Context: an optimization exercise on an open-source flow, tuned for small area. The choices shown serve that exercise and are no tape-out recipe. Function was checked by simulation only, so behaviour that the tests miss may differ from the original. Power figures rest on the tool's default switching activity, not on a simulated workload.

===== run.sh =====
#!/bin/bash
# synth_recipe.tcl (not shown) runs the flow's synth.tcl, then flattens the netlist and writes it again
# the make line also repeats each setting of config.mk as NAME=value (left out here)
make -C /OpenROAD-flow-scripts/flow DESIGN_CONFIG=/design/flow/config.mk WORK_HOME=/design/flow/orfs CLKGATE_MAP_FILE= SYNTH_SCRIPT=/design/flow/synth_recipe.tcl finish

===== config.mk =====
export PLATFORM = sky130hd
export DESIGN_NAME = dbg_top
export DESIGN_NICKNAME = dbg_top
export VERILOG_FILES = /design/flow/design.v
export SDC_FILE = /design/flow/constraint.sdc
export NUM_CORES = 4
export LEC_CHECK = 0
export CAP_MARGIN = 20
export CORE_MARGIN = 2
export CORE_UTILIZATION = 40
export SLEW_MARGIN = 20

===== constraint.sdc =====
create_clock -name core_clock -period 10.0 [get_ports {i_clock}]
set_input_delay 2.0000 -clock core_clock [delete_from_list [all_inputs] [get_ports {i_clock}]]
set_output_delay 2.0000 -clock core_clock [all_outputs]
set_load 0.01 [all_outputs]

===== design.v =====
`default_nettype none
package dbg_pkg;
	localparam int NB_DATA   = 32;	 
	localparam int NB_ADDR   = 6;	 
	localparam int NB_REG    = 3;	 
	localparam int NB_CYCLES = 16;	 
	localparam int NB_BYTE   = 8;
	localparam int CLKS_PER_BIT = 8;	 
	localparam int NB_BIT_CNT   = $clog2(CLKS_PER_BIT);
	typedef logic [NB_DATA-1:0]    data_t;
	typedef logic [NB_ADDR-1:0]    addr_t;
	typedef logic [NB_REG-1:0]     reg_idx_t;
	typedef logic [NB_CYCLES-1:0]  cycles_t;
	typedef logic [NB_BYTE-1:0]    byte_t;
	typedef logic [NB_BIT_CNT-1:0] bit_cnt_t;
	localparam logic [5:0] OP_RTYPE  = 6'd0;
	localparam logic [5:0] OP_ADDI   = 6'd8;
	localparam logic [5:0] OP_HALT   = 6'd63;
	localparam logic [5:0] FUNCT_ADD = 6'd32;
	localparam byte_t CMD_LOAD = 8'h4c;	 
	localparam byte_t CMD_RUN  = 8'h52;	 
	localparam byte_t CMD_STEP = 8'h53;	 
	localparam int DUMP_HDR_BYTES = 3;
	localparam int DUMP_BYTES     = 35;
	localparam int NB_DUMP_IDX    = $clog2(DUMP_BYTES);
	typedef logic [NB_DUMP_IDX-1:0] dump_idx_t;
	typedef enum logic [2:0] {
		IDLE,
		LOAD_BYTES,
		RUNNING,
		STEPPING,
		DUMP_SEND,
		DUMP_WAIT
	} dbg_state_t;
endpackage
`default_nettype wire
`timescale 1ns/1ns
`default_nettype none
module uart_rx (
	input  logic           i_clock,
	input  logic           i_rst_n,
	input  logic           i_rx,
	output dbg_pkg::byte_t o_byte,
	output logic           o_valid
);
	typedef enum logic [1:0] {RX_IDLE, RX_START, RX_DATA, RX_STOP} rx_state_t;
	rx_state_t         state;
	logic              rx_meta;
	logic              rx_sync;
	dbg_pkg::bit_cnt_t clk_cnt;
	logic [2:0]        bit_idx;
	dbg_pkg::byte_t    shift;
	always_ff @(posedge i_clock) begin
		if (!i_rst_n) begin
			rx_meta <= 1'b1;	 
			rx_sync <= 1'b1;
		end else begin
			rx_meta <= i_rx;
			rx_sync <= rx_meta;
		end
	end
	always_ff @(posedge i_clock) begin
		if (!i_rst_n) begin
			state   <= RX_IDLE;
			clk_cnt <= '0;
			bit_idx <= '0;
			o_valid <= 1'b0;
		end else begin
			o_valid <= 1'b0;
			case (state)
			RX_IDLE: begin
				clk_cnt <= '0;
				if (!rx_sync) state <= RX_START;	 
			end
			RX_START: begin
				if (clk_cnt == dbg_pkg::bit_cnt_t'(dbg_pkg::CLKS_PER_BIT / 2 - 1)) begin
					clk_cnt <= '0;
					bit_idx <= '0;
					state   <= rx_sync ? RX_IDLE : RX_DATA;	 
				end else begin
					clk_cnt <= clk_cnt + 1'b1;
				end
			end
			RX_DATA: begin
				if (clk_cnt == dbg_pkg::bit_cnt_t'(dbg_pkg::CLKS_PER_BIT - 1)) begin
					clk_cnt <= '0;
					shift   <= {rx_sync, shift[7:1]};	 
					bit_idx <= bit_idx + 1'b1;
					if (bit_idx == 3'd7) state <= RX_STOP;
				end else begin
					clk_cnt <= clk_cnt + 1'b1;
				end
			end
			default: begin
				if (clk_cnt == dbg_pkg::bit_cnt_t'(dbg_pkg::CLKS_PER_BIT - 1)) begin
					o_valid <= rx_sync;	 
					state   <= RX_IDLE;
				end else begin
					clk_cnt <= clk_cnt + 1'b1;
				end
			end
			endcase
		end
	end
	assign o_byte = shift;
endmodule
`default_nettype wire
`timescale 1ns/1ns
`default_nettype none
module uart_tx (
	input  logic           i_clock,
	input  logic           i_rst_n,
	input  dbg_pkg::byte_t i_byte,
	input  logic           i_valid,
	output logic           o_ready,
	output logic           o_tx
);
	logic              busy;
	logic [8:0]        shift;	 
	dbg_pkg::bit_cnt_t clk_cnt;
	logic [3:0]        bit_idx;	 
	assign o_ready = !busy;
	always_ff @(posedge i_clock) begin
		if (!i_rst_n) begin
			busy    <= 1'b0;
			o_tx    <= 1'b1;
			clk_cnt <= '0;
			bit_idx <= '0;
		end else if (!busy) begin
			if (i_valid) begin
				busy    <= 1'b1;
				o_tx    <= 1'b0;	 
				clk_cnt <= '0;
				bit_idx <= '0;
			end
		end else if (clk_cnt == dbg_pkg::bit_cnt_t'(dbg_pkg::CLKS_PER_BIT - 1)) begin
			clk_cnt <= '0;
			if (bit_idx == 4'd9) begin
				busy <= 1'b0;	 
			end else begin
				o_tx    <= shift[0];
				bit_idx <= bit_idx + 1'b1;
			end
		end else begin
			clk_cnt <= clk_cnt + 1'b1;
		end
	end
	always_ff @(posedge i_clock) begin
		if (!busy && i_valid)
			shift <= {1'b1, i_byte};
		else if (busy && clk_cnt == dbg_pkg::bit_cnt_t'(dbg_pkg::CLKS_PER_BIT - 1))
			shift <= {1'b1, shift[8:1]};
	end
endmodule
`default_nettype wire
`timescale 1ns/1ns
`default_nettype none
module debug_unit (
	input  logic                i_clock,
	input  logic                i_rst_n,
	input  dbg_pkg::byte_t      i_rx_byte,
	input  logic                i_rx_valid,
	output dbg_pkg::byte_t      o_tx_byte,
	output logic                o_tx_valid,
	input  logic                i_tx_ready,
	output logic                o_inst_we,
	output dbg_pkg::addr_t      o_inst_addr,
	output dbg_pkg::data_t      o_inst_data,
	output logic                o_exec_en,
	input  logic                i_halted,
	input  dbg_pkg::addr_t      i_pc,
	input  dbg_pkg::cycles_t    i_count,
	output dbg_pkg::reg_idx_t   o_reg_sel,
	input  dbg_pkg::data_t      i_reg_data,
	output dbg_pkg::dbg_state_t o_state
);
	dbg_pkg::dbg_state_t state;
	dbg_pkg::addr_t      load_addr;
	dbg_pkg::data_t      word;
	logic [1:0]          byte_cnt;
	dbg_pkg::dump_idx_t  dump_idx;
	dbg_pkg::dump_idx_t  dump_rel;
	dbg_pkg::byte_t      dump_byte;
	assign o_state     = state;
	assign o_inst_addr = load_addr;
	assign o_inst_data = word;
	assign o_exec_en   = (state == dbg_pkg::RUNNING) || (state == dbg_pkg::STEPPING);
	assign dump_rel  = dump_idx - dbg_pkg::NB_DUMP_IDX'(dbg_pkg::DUMP_HDR_BYTES);
	assign o_reg_sel = dump_rel[4:2];
	always_comb begin
		case (dump_idx)
		dbg_pkg::NB_DUMP_IDX'(0): dump_byte = dbg_pkg::byte_t'(i_pc);	 
		dbg_pkg::NB_DUMP_IDX'(1): dump_byte = i_count[7:0];
		dbg_pkg::NB_DUMP_IDX'(2): dump_byte = i_count[15:8];
		default:                 dump_byte = i_reg_data[8*dump_rel[1:0] +: 8];
		endcase
	end
	always_ff @(posedge i_clock) begin
		if (!i_rst_n) begin
			state      <= dbg_pkg::IDLE;
			load_addr  <= '0;
			byte_cnt   <= '0;
			dump_idx   <= '0;
			o_inst_we  <= 1'b0;
			o_tx_valid <= 1'b0;
		end else begin
			o_inst_we <= 1'b0;
			if (o_inst_we) load_addr <= load_addr + 1'b1;	 
			case (state)
			dbg_pkg::IDLE: begin
				if (i_rx_valid) begin
					case (i_rx_byte)
					dbg_pkg::CMD_LOAD: state <= dbg_pkg::LOAD_BYTES;
					dbg_pkg::CMD_RUN:  state <= dbg_pkg::RUNNING;
					dbg_pkg::CMD_STEP: state <= dbg_pkg::STEPPING;
					default:           state <= dbg_pkg::IDLE;	 
					endcase
				end
			end
			dbg_pkg::LOAD_BYTES: begin
				if (i_rx_valid) begin
					byte_cnt <= byte_cnt + 1'b1;
					if (byte_cnt == 2'd3) begin
						o_inst_we <= 1'b1;	 
						state     <= dbg_pkg::IDLE;
					end
				end
			end
			dbg_pkg::RUNNING: begin
				if (i_halted) state <= dbg_pkg::DUMP_SEND;
			end
			dbg_pkg::STEPPING: begin
				state <= dbg_pkg::DUMP_SEND;	 
			end
			dbg_pkg::DUMP_SEND: begin
				o_tx_valid <= 1'b1;
				state      <= dbg_pkg::DUMP_WAIT;
			end
			dbg_pkg::DUMP_WAIT: begin
				if (o_tx_valid && i_tx_ready) begin
					o_tx_valid <= 1'b0;
					if (dump_idx == dbg_pkg::NB_DUMP_IDX'(dbg_pkg::DUMP_BYTES - 1)) begin
						dump_idx <= '0;
						state    <= dbg_pkg::IDLE;
					end else begin
						dump_idx <= dump_idx + 1'b1;
						state    <= dbg_pkg::DUMP_SEND;
					end
				end
			end
			default: state <= dbg_pkg::IDLE;
			endcase
		end
	end
	always_ff @(posedge i_clock) begin
		if (state == dbg_pkg::LOAD_BYTES && i_rx_valid)
			word <= {i_rx_byte, word[31:8]};	 
		if (state == dbg_pkg::DUMP_SEND)
			o_tx_byte <= dump_byte;
	end
endmodule
`default_nettype wire
`timescale 1ns/1ns
`default_nettype none
module core_datapath (
	input  logic              i_clock,
	input  logic              i_rst_n,
	input  logic              i_inst_we,
	input  dbg_pkg::addr_t    i_inst_addr,
	input  dbg_pkg::data_t    i_inst_data,
	input  logic              i_exec_en,
	input  dbg_pkg::reg_idx_t i_reg_sel,
	output dbg_pkg::data_t    o_reg_data,
	output dbg_pkg::addr_t    o_pc,
	output dbg_pkg::cycles_t  o_count,
	output logic              o_halted
);
	dbg_pkg::data_t    imem [2**dbg_pkg::NB_ADDR];
	dbg_pkg::data_t    regs [2**dbg_pkg::NB_REG];
	dbg_pkg::data_t    inst;
	logic [5:0]        opcode;
	logic [5:0]        funct;
	dbg_pkg::reg_idx_t rs;
	dbg_pkg::reg_idx_t rt;
	dbg_pkg::reg_idx_t rd;
	dbg_pkg::data_t    imm_ext;
	dbg_pkg::data_t    rs_val;
	dbg_pkg::data_t    rt_val;
	logic              wr_en;
	dbg_pkg::reg_idx_t wr_idx;
	dbg_pkg::data_t    wr_val;
	logic              is_halt;
	logic              step;
	always_ff @(posedge i_clock) begin
		if (i_inst_we) imem[i_inst_addr] <= i_inst_data;
	end
	assign inst    = imem[o_pc];
	assign opcode  = inst[31:26];
	assign rs      = inst[23:21];
	assign rt      = inst[18:16];
	assign rd      = inst[13:11];
	assign funct   = inst[5:0];
	assign imm_ext = {{16{inst[15]}}, inst[15:0]};	 
	assign rs_val     = regs[rs];
	assign rt_val     = regs[rt];
	assign o_reg_data = regs[i_reg_sel];
	always_comb begin
		wr_en   = 1'b0;
		wr_idx  = rt;
		wr_val  = rs_val + imm_ext;
		is_halt = 1'b0;
		case (opcode)
		dbg_pkg::OP_ADDI: wr_en = 1'b1;
		dbg_pkg::OP_RTYPE: begin
			if (funct == dbg_pkg::FUNCT_ADD) begin
				wr_en  = 1'b1;
				wr_idx = rd;
				wr_val = rs_val + rt_val;
			end
		end
		dbg_pkg::OP_HALT: is_halt = 1'b1;
		default: wr_en = 1'b0;	 
		endcase
	end
	assign step = i_exec_en && !o_halted;	 
	always_ff @(posedge i_clock) begin
		if (!i_rst_n) begin
			o_pc     <= '0;
			o_count  <= '0;
			o_halted <= 1'b0;
			for (int i = 0; i < 2**dbg_pkg::NB_REG; i++) begin
				regs[i] <= '0;
			end
		end else if (step) begin
			o_pc    <= o_pc + 1'b1;
			o_count <= o_count + 1'b1;
			if (is_halt) o_halted <= 1'b1;
			if (wr_en && wr_idx != '0) regs[wr_idx] <= wr_val;	 
		end
	end
endmodule
`default_nettype wire
`timescale 1ns/1ns
`default_nettype none
module dbg_top (
	input  logic                i_clock,
	input  logic                i_rst_n,
	input  logic                i_rx,
	output logic                o_tx,
	output logic [2:0]          o_state
);
	dbg_pkg::byte_t    rx_byte;
	logic              rx_valid;
	dbg_pkg::byte_t    tx_byte;
	logic              tx_valid;
	logic              tx_ready;
	logic              inst_we;
	dbg_pkg::addr_t    inst_addr;
	dbg_pkg::data_t    inst_data;	 
	logic              exec_en;
	logic              halted;
	dbg_pkg::addr_t    pc;
	dbg_pkg::cycles_t  count;
	dbg_pkg::reg_idx_t reg_sel;	 
	dbg_pkg::data_t    reg_data;
	uart_rx u_uart_rx (
		.i_clock (i_clock),
		.i_rst_n (i_rst_n),
		.i_rx    (i_rx),
		.o_byte  (rx_byte),
		.o_valid (rx_valid)
	);
	uart_tx u_uart_tx (
		.i_clock (i_clock),
		.i_rst_n (i_rst_n),
		.i_byte  (tx_byte),
		.i_valid (tx_valid),
		.o_ready (tx_ready),
		.o_tx    (o_tx)
	);
	debug_unit u_debug_unit (
		.i_clock     (i_clock),
		.i_rst_n     (i_rst_n),
		.i_rx_byte   (rx_byte),
		.i_rx_valid  (rx_valid),
		.o_tx_byte   (tx_byte),
		.o_tx_valid  (tx_valid),
		.i_tx_ready  (tx_ready),
		.o_inst_we   (inst_we),
		.o_inst_addr (inst_addr),
		.o_inst_data (inst_data),
		.o_exec_en   (exec_en),
		.i_halted    (halted),
		.i_pc        (pc),
		.i_count     (count),
		.o_reg_sel   (reg_sel),
		.i_reg_data  (reg_data),
		.o_state     (o_state)
	);
	core_datapath u_core (
		.i_clock     (i_clock),
		.i_rst_n     (i_rst_n),
		.i_inst_we   (inst_we),
		.i_inst_addr (inst_addr),
		.i_inst_data (inst_data),
		.i_exec_en   (exec_en),
		.i_reg_sel   (reg_sel),
		.o_reg_data  (reg_data),
		.o_pc        (pc),
		.o_count     (count),
		.o_halted    (halted)
	);
endmodule
`default_nettype wire

==> flow_metrics.py <==
metrics = {
    "place": {
        "io_buffers": 6,
        "post-dp-hpwl_um": 146000,
        "place_ws_ns": 2.09,
        "place_congestion": 0.927,
    },
    "floorplanning": {
        "core_um2": 232000,
        "start_util_pct": 40.1,
        "rows": 177,
        "die_x_um": 486,
        "pin_count": 7,
        "die_area_um2": 237000,
        "die_h_um": 486,
    },
    "setup_path": {
        "cp_common_cell": "o21ai_0",
        "crit_path_top_delay_cell": "mux2i_4",
        "path_cells": "buf_4 > mux2i_1 > a211oi_1 > nand3_1 > nand4_1 > mux2i_4 > buf_4 > nand2_1 > nand3_1 > o21ai_0 > o21ai_0 > ha_1 > a21oi_1 > o21ai_0 > o2111ai_1 > nand2_1 > o21ai_0 > o21ai_0 > xor2_1 > mux2i_1 > nor2_1",
        "arrival_ns": 8.71,
        "crit_required_ns": 10.51,
        "r2r_cells": 21,
        "start_kind": "flip-flop",
        "cp-end-kind": "flip-flop",
        "max_stage_delay_ns": 1.03,
        "regToRegEndpoint": "u_core.regs[2][28]",
        "reg2reg_setup_slack_ns": 1.80,
        "path_max_fanout": 56,
        "timing.setup.critical_path_class": "flip-flop to flip-flop",
    },
    "power_and_ir_drop": {
        "p_per_area_nw_per_um2": 171,
        "vdd_drop_max_mv": 0.158,
        "power_mw": 17.9,
        "p_leak_nw": 33.0,
    },
    "yosys": {
        "synthArstFlopShare_pct": 0,
        "synth_cell_types": 93,
        "synth_cells": 5316,
        "synth_ff_type": "edfxtp_1",
        "synth-edff-count": 2104,
        "synth.cell_area_um2": 93100,
        "syn_area_per_cell_um2": 17.5,
        "synth-seq-area-share_pct": 69.3,
        "synth_seq_cells": 2172,
        "yosysWarnings": 4,
    },
    "global_routing": {
        "grt_use_total_pct": 21.3,
        "grt_start_max_net_pins": 122,
        "grt_antenna_before_repair": 18,
        "grt_pass1_wl_um": 365000,
        "grt_pass1_vias": 50568,
        "grt_overflow_total": 0,
    },
    "hold_path": {
        "hold_path_class": "flip-flop to flip-flop",
        "worstHoldStart": "u_debug_unit.word[24]",
        "holdPathEnd": "u_debug_unit.word[16]",
        "whs_path_depth": 0,
    },
    "timing": {
        "post-route-min-period_ns": 8.20,
        "rsz0062_at_grt": "no",
        "relSlewSlack_pct": 24.8,
        "hold_violations": 0,
        "hold_ws_ns": 0.394,
        "skew_ns": 0.0845,
        "final.setup.tns_ns": 0,
        "fin_crit_sh_pct": 82.0,
        "slew_viol_final": 0,
        "setup_viol": 0,
        "tightest_slew_ns": 1.12,
        "finalWorstSetupSlack_ns": 1.80,
        "fmax_ghz": 0.122,
    },
    "final_layout": {
        "multi_input_area_um2": 27700,
        "nets": 5504,
        "final_cell_mix": "2104 x edfxtp_1, 595 x mux4_2, 474 x nand2_1",
        "fill_cells": 19718,
        "drive_gt1_share_pct": 22.5,
        "layout_commonest_cell": "edfxtp_1",
        "regArea_um2": 64600,
        "area_growth_syn_to_layout_pct": 12.1,
    },
    "clocking": {
        "cts_tree": "built",
        "cts.htree.levels": 4,
        "post_cts_buffers": 0,
        "clock_latency_ns": 0.87,
        "ctsResizeCount": 0,
        "root_buffer": "clkbuf_16",
        "cts.clk_slew.worst_paths_ns": 0.06,
        "cts_sinks": 2172,
        "cts_made_buffers": 211,
        "clk_path_buf_depth": 3,
        "hold_buffers": 0,
    },
    "route": {
        "route.detailed.drc": 0,
        "vias": 50878,
        "drt-vias-per-instance": 5.88,
        "wl_per_cell_um": 29.4,
        "drt_iter0_markers": 6379,
        "drt_wl_total_um": 254000,
        "antenna_left": 0,
        "dr.pass1.iters": 8,
    },
    "run_status": {
        "status": "complete, no violations",
    },
    "flow_run": {
        "cap_violations": 0,
    },
}
## state kept, by name, summed over array words and instances, names as in the netlist, 2 cells and up, named ones only
name,flops
u_core.imem,1792
u_uart_rx.clk_cnt,3
u_debug_unit.word,32
u_core.o_pc,6
u_core.o_count,16
u_uart_rx.bit_idx,3
u_debug_unit.o_tx_byte,8
u_uart_tx.bit_idx,4
u_debug_unit.byte_cnt,2
u_uart_rx.state,2
u_debug_unit.state,3
u_uart_rx.shift,8
u_debug_unit.load_addr,6
u_uart_tx.clk_cnt,3
u_debug_unit.dump_idx,6
u_uart_tx.shift,8
u_core.regs,256
## worst max-delay path, delay by kind of cell, from the launching register on
family	cells	cell delay [ns]
adders and majority gates	1	0.36
buffers and inverters	2	1.09
AOI/OAI and AO/OA	8	2.20
xor gates and xnor gates	1	0.18
muxes	3	1.73
DFF	1	0.97
and+or+nand+nor	6	1.20
## metal layers
layer  share of wire [%]  vias up  GRT usage [%]
li1                    -    21448              -
met3                 7.1      384           3.47
met5               0.011        -              0
met2                  49     2080           35.2
met1                  41    26962           29.1
met4                 3.1        4           6.50
## metrics by stage
step	cells	cell area [µm²]	util [%]
global route	8641	104000	45.0
floorplan	5347	93200	-
CTS	8638	104000	45.0
global placement	8247	97700	42.1
finish	8649	104000	45.0
detailed placement	8248	97700	42.1
## Yosys cell counts (14+ instances only)
master / count / share of area, %
clkbuf_1: 154 / 0.62
mux2i_1: 164 / 1.8
mux4_2: 595 / 14
buf_4: 21 / 0.17
xor2_1: 46 / 0.43
and2_1: 17 / 0.11
buf_1: 61 / 0.25
nand3_1: 164 / 0.88
a22oi_1: 22 / 0.18
o21bai_1: 16 / 0.13
buf_2: 70 / 0.38
mux4_1: 15 / 0.42
nand2_1: 482 / 1.9
nor3_1: 27 / 0.15
edfxtp_1: 2104 / 68
ha_1: 81 / 1.1
inv_1: 41 / 0.17
a21oi_1: 110 / 0.59
o211ai_1: 36 / 0.29
nor2_1: 394 / 1.6
dfxtp_1: 68 / 1.5
o21ai_0: 165 / 0.89
nor2b_1: 31 / 0.21
a31oi_1: 14 / 0.094
mux2_2: 70 / 0.85
xnor2_1: 47 / 0.44
a211oi_1: 20 / 0.16
nand2b_1: 23 / 0.15
and3_1: 22 / 0.15
a21o_1: 37 / 0.30
nand4_1: 28 / 0.19
## where the power goes
part / total [mW] / internal [mW] / switching, mW
logic: 0.239 / 0.0840 / 0.155
clock network: 7.69 / 4.22 / 3.46
registers: 9.92 / 9.88 / 0.0395
total: 17.9 / 14.2 / 3.66
## logic make-up (layout without fill, tap and decap cells)
logic type               count (synthesis)  after routing  synth area share [%]
flip-flops                            2172           2172                  69.3
buffers and inverters                  358            608                  1.74
AND/OR/NAND/NOR                       1248           1248                  5.90
other                                    1             41               0.00403
multiplexers                           849            849                  17.5
XOR/XNOR                                93             93                 0.875
adder cells (fa/ha/maj)                 83             83                  1.11
AO/OA/AOI/OAI                          512            512                  3.55
## area by class of cell
class                   instances  share of cell area [%]
flip-flops and latches       2172                    61.8
multi-input cells            2817                    26.5
clock buffers                 267                    5.35
well taps                    3043                    3.65
repair buffers                177                    1.46
clock inverters               123                    1.01
inverters                      41                   0.156
diodes                          9                  0.0216
## worst max-delay path by stage
stage               slack, ns                  to  cells after the start      start
floorplan                2.53  u_core.regs[1][29]                     27  flip-flop
detailed placement       2.09  u_core.regs[2][28]                     21  flip-flop
global route             1.40  u_core.regs[5][28]                     21  flip-flop
CTS                      1.99  u_core.regs[2][28]                     21  flip-flop
finish                   1.80  u_core.regs[2][28]                     21  flip-flop
global placement         2.20  u_core.regs[4][28]                     21  flip-flop

[re-timing with driven ports]
No port has a modelled driver above. Below, the same layout with a new extraction and two added sets of constraints. Step 1 assumes that a clkbuf_16 drives the clock port and a buf_2 every other input. Step 2 moves the port delays by t, midway between the first and last clock arrival at a register: inputs arrive t later, outputs are due t later. That takes back most of the time a late clock gives input paths. Slacks: ideal / step 1 / step 2; pairs: ideal / step 1.
t (ns): 0.912
setup slack, ns: 1.799 / 1.799 / 1.799
hold WS [ns]: 0.394 / 0.394 / 0.394
worst data-port slew with drivers (ns): 0.03
After both steps setup and hold are still met in this run. For this run, drivers alone change the setup slack by 0.000 ns; drivers and shift together by 0.000 ns.
